What follows belongs to an exercise in optimizing a design on an open flow for small area, a short achievable clock period and few clock cycles per item; a production flow would make more cautious choices. Where RTL was checked, it was by simulation tests only, not by an equivalence proof against the original. Power and IR drop assume default switching activity.

// milestone_mac_array
module milestone_mac_array (
    input  logic         Clock_50,
    input  logic         Resetn,
    input  logic         start,
    input  logic         clear,
    input  logic [31:0]  init_value,
    input  logic         in_valid,
    output logic         in_ready,
    input  logic [47:0]  sample,
    input  logic [47:0]  coef,
    input  logic         subtract,
    output logic         out_valid,
    input  logic         out_ready,
    output logic [95:0]  acc_raw,
    output logic [23:0]  result,
    output logic         busy
);
Size: about 3,800 cells after synthesis, ~370 flip-flops, about 260 I/O pins, ~0.036 sq mm of cells after synthesis.
export LEC_CHECK = 0
export CAP_MARGIN = 20
export CORE_MARGIN = 2
export CORE_UTILIZATION = 40
export SETUP_SLACK_MARGIN = 4.2
export SLEW_MARGIN = 20
create_clock -name core_clock -period 8.0 [get_ports {Clock_50}]
run.sh (not shown) runs the stock make flow with config.mk's settings and CLKGATE_MAP_FILE= SYNTH_SCRIPT=/design/flow/synth_recipe.tcl, a recipe that flattens the netlist after the stock synthesis.
Testbench counts at the start, summed over its fixed seeds: cycles 24,000, items 2,400.
Rerun with:
Settings changed: SETUP_SLACK_MARGIN 4.2 to 4.5.
Final cell count is about the same.
Synthesized cell count is unchanged.
Count of clock-buffer cells in the layout stays the same.
Via count hardly moves.
Worst setup slack gets better by 290 ps.
Final area goes up slightly.
Global-route usage goes up by 0.14 points.
Worst hold slack barely changes.
Synthesized area does not change.
Routed wire length goes up slightly.
Maximum frequency goes up by a little under a tenth.

Another version of the RTL of milestone_mac_array (not shown whole).
Size in the first run: roughly 370 flip-flops, roughly 260 I/O pins, about 0.035 mm^2 of cells after synthesis.
Design milestone_mac_array, start of the top module:
module milestone_mac_array (
    input  logic         Clock_50,
    input  logic         Resetn,
    input  logic         start,
    input  logic         clear,
    input  logic [31:0]  init_value,
    input  logic         in_valid,
    output logic         in_ready,
    input  logic [47:0]  sample,
    input  logic [47:0]  coef,
    input  logic         subtract,
    output logic         out_valid,
    input  logic         out_ready,
    output logic [95:0]  acc_raw,
    output logic [23:0]  result,
    output logic         busy
);
==> flow/config.mk <==
export PLATFORM = sky130hd
export DESIGN_NAME = milestone_mac_array
export DESIGN_NICKNAME = milestone_mac_array
export VERILOG_FILES = /design/flow/design.v
export SDC_FILE = /design/flow/constraint.sdc
export NUM_CORES = 4
export LEC_CHECK = 0
export ABC_AREA = 1
export CAP_MARGIN = 20
export CORE_MARGIN = 2
export CORE_UTILIZATION = 40
export SETUP_SLACK_MARGIN = 4.8
export SLEW_MARGIN = 20
export BUFFER_PORTS_ARGS = -buffer_cell sky130_fd_sc_hd__buf_4
==> flow/constraint.sdc <==
create_clock -name core_clock -period 8.0 [get_ports {Clock_50}]
set_input_delay 1.6000 -clock core_clock [delete_from_list [all_inputs] [get_ports {Clock_50}]]
set_output_delay 1.6000 -clock core_clock [all_outputs]
set_load 0.01 [all_outputs]
standard.sh (not shown) runs the stock make flow with config.mk's settings and CLKGATE_MAP_FILE= SYNTH_SCRIPT=/design/flow/synth_recipe.tcl, a recipe that flattens the netlist after the stock synthesis.
==> flow/flow/run.sh <==
#!/bin/bash
# Standard layout, with the port buffers made from buf_4 cells instead of the
# default choice (a slow delay buffer) so that input and output paths are short.
set -euo pipefail
echo "export BUFFER_PORTS_ARGS = -buffer_cell sky130_fd_sc_hd__buf_4" >> "$FLOW_CONFIG"
bash standard.sh > standard.log 2>&1
The starting point produced a clean layout.
Testbench counts at the start, summed over its fixed seeds: cycles 24,000, items 2,400.
Then changed:
Settings changed: ABC_AREA 1 to unset.
Global-route usage falls by 3.7 points.
Routed wire length falls by 21%.
Setup slack gets better by 0.33 ns.
Clock power falls by about 4%.
Synthesized area falls by 1.2%.
Synthesized cell count falls by 9.4%.

== run F ==
milestone_mac_array, a different RTL version from the one above (not shown whole).
Size: roughly 3,700 cells after synthesis, about 370 flip-flops.
Settings: LEC_CHECK=0, CAP_MARGIN=20, CORE_MARGIN=2, CORE_UTILIZATION=40, SETUP_SLACK_MARGIN=4.5, SLEW_MARGIN=20, BUFFER_PORTS_ARGS=-buffer_cell sky130_fd_sc_hd__buf_4; clock period 8.0 ns.
Scripts as last shown in full above: flow/flow/run.sh
For run E, these inputs were changed with respect to run F:
- BUFFER_PORTS_ARGS no longer set, was -buffer_cell sky130_fd_sc_hd__buf_4
==> flow/run.sh (new file) <==
#!/bin/bash
# synth_recipe.tcl (not shown) runs the flow's synth.tcl, then flattens the netlist and writes it again
# the make line also repeats each setting of config.mk as NAME=value (left out here)
make -C /OpenROAD-flow-scripts/flow DESIGN_CONFIG=/design/flow/config.mk WORK_HOME=/design/flow/orfs CLKGATE_MAP_FILE= SYNTH_SCRIPT=/design/flow/synth_recipe.tcl finish
removed: flow/flow/run.sh
removed: flow/standard.sh
==> summary.txt <==
- Of run F and run E, run E shows the higher number of buffers other than clock buffers in the final layout, with run F below it.
- In run E the worst-case setup slack after placement turned out 0.25 ns lower than in run F.
- Diff run F and run E: wire length higher in run E
- Global-route wire length before repair went up slightly going from run F to run E.
- ~same total power in run F and run E
- Post-route minimum period in run E vs run F: down 0.038 ns
- Taking run F as the reference point, the sequential share of cell area of run E falls by 0.22 points.
No functional check of the RTL was part of any run of this note.

milestone_mac_array, a different RTL version from the one above (not shown whole).
Size in the first run: about 3800 cells after synthesis, about 370 flip-flops.
==> flow/design.v (excerpt) <==
module milestone_mac_array (
    input  logic         Clock_50,
    input  logic         Resetn,
    input  logic         start,
    input  logic         clear,
    input  logic [31:0]  init_value,
    input  logic         in_valid,
    output logic         in_ready,
    input  logic [47:0]  sample,
    input  logic [47:0]  coef,
    input  logic         subtract,
    output logic         out_valid,
    input  logic         out_ready,
    output logic [95:0]  acc_raw,
    output logic [23:0]  result,
    output logic         busy
);
    logic       busy_q;
    logic       acc_st_q;    
    logic       drain_q;     
    logic       fin_q;       
    logic       out_st_q;    
    logic [2:0] tap_cnt_q;
    logic accept;
    logic take;
    logic last_beat;
    logic resolve;           
    assign in_ready  = acc_st_q;
    assign out_valid = out_st_q;
    assign busy      = busy_q;
    assign accept    = in_valid && acc_st_q;
    assign take      = accept && !clear;
    assign last_beat = (tap_cnt_q == 3'd5);
    assign resolve   = fin_q || out_st_q;
  ...
clock: 8.0 ns
lec_check: 0
cap_margin: 20
core_margin: 2
core_utilization: 40
setup_slack_margin: 5.0
slew_margin: 20
buffer_ports_args: -buffer_cell sky130_fd_sc_hd__buf_4
==> flow/flow/run.sh <==
#!/bin/bash
# Standard layout, with the port buffers made from buf_4 cells instead of the
# default choice (a slow delay buffer) so that input and output paths are short.
set -euo pipefail
echo "export BUFFER_PORTS_ARGS = -buffer_cell sky130_fd_sc_hd__buf_4" >> "$FLOW_CONFIG"
bash standard.sh > standard.log 2>&1
Rerun with:
--- a/flow/config.mk
+++ b/flow/config.mk
@@ -9,5 +9,5 @@
 export CORE_MARGIN = 2
 export CORE_UTILIZATION = 40
-export SETUP_SLACK_MARGIN = 5.0
+export SETUP_SLACK_MARGIN = 4.8
 export SLEW_MARGIN = 20
 export BUFFER_PORTS_ARGS = -buffer_cell sky130_fd_sc_hd__buf_4
After rerunning:
- worst setup slack gets worse by 41 ps
- routed wire length came out lower by 4.7%
- final area shrinks by 7.7%
Function was not checked in any run of this note: the RTL went through the layout flow alone.

-- what the ideal ports hide --
No port has a modelled driver above. Below, the same layouts with a new extraction and two added sets of constraints. Step 1 (the two cells are an assumption about what drives the block):
set clk [get_ports {Clock_50}]
set_driving_cell -lib_cell sky130_fd_sc_hd__clkbuf_16 $clk
set_driving_cell -lib_cell sky130_fd_sc_hd__buf_2 [delete_from_list [all_inputs] $clk]
Step 2, shift: input delay + t, output delay - t, t = (earliest + latest rising clock arrival at the registers) / 2. This alone moves slack from input paths to output paths. Slacks: no drivers / after step 1 / after step 2; pairs: no drivers / after step 1.
run | t (ns) | setup WS [ns] | latest minus earliest clock arrival (ns) | worst slew at a driven data input, ns
the first run of note 1 | 0.653 | 4.284 / 4.217 / 3.873 | 0.039 / 0.039 | 0.20
the second run of note 1 | 0.653 | 4.575 / 4.505 / 4.072 | 0.041 / 0.041 | 0.20
the first run of note 2 | 0.666 | 4.452 / 4.452 / 4.331 | 0.049 / 0.049 | 0.13
the second run of note 2 | 0.665 | 4.781 / 4.781 / 4.374 | 0.023 / 0.023 | 0.07
run F | 0.665 | 4.393 / 4.326 / 4.356 | 0.037 / 0.037 | 0.12
run E | 0.653 | 4.431 / 4.370 / 4.111 | 0.017 / 0.017 | 0.11
the first run of note 4 | 0.651 | 4.792 / 4.792 / 4.679 | 0.019 / 0.019 | 0.07
the second run of note 4 | 0.667 | 4.751 / 4.751 / 4.424 | 0.022 / 0.022 | 0.07
After both steps setup and hold are still met in every run listed. For the second run of note 1, which loses most, drivers alone change the setup slack by -0.070 ns; drivers and shift together by -0.503 ns.
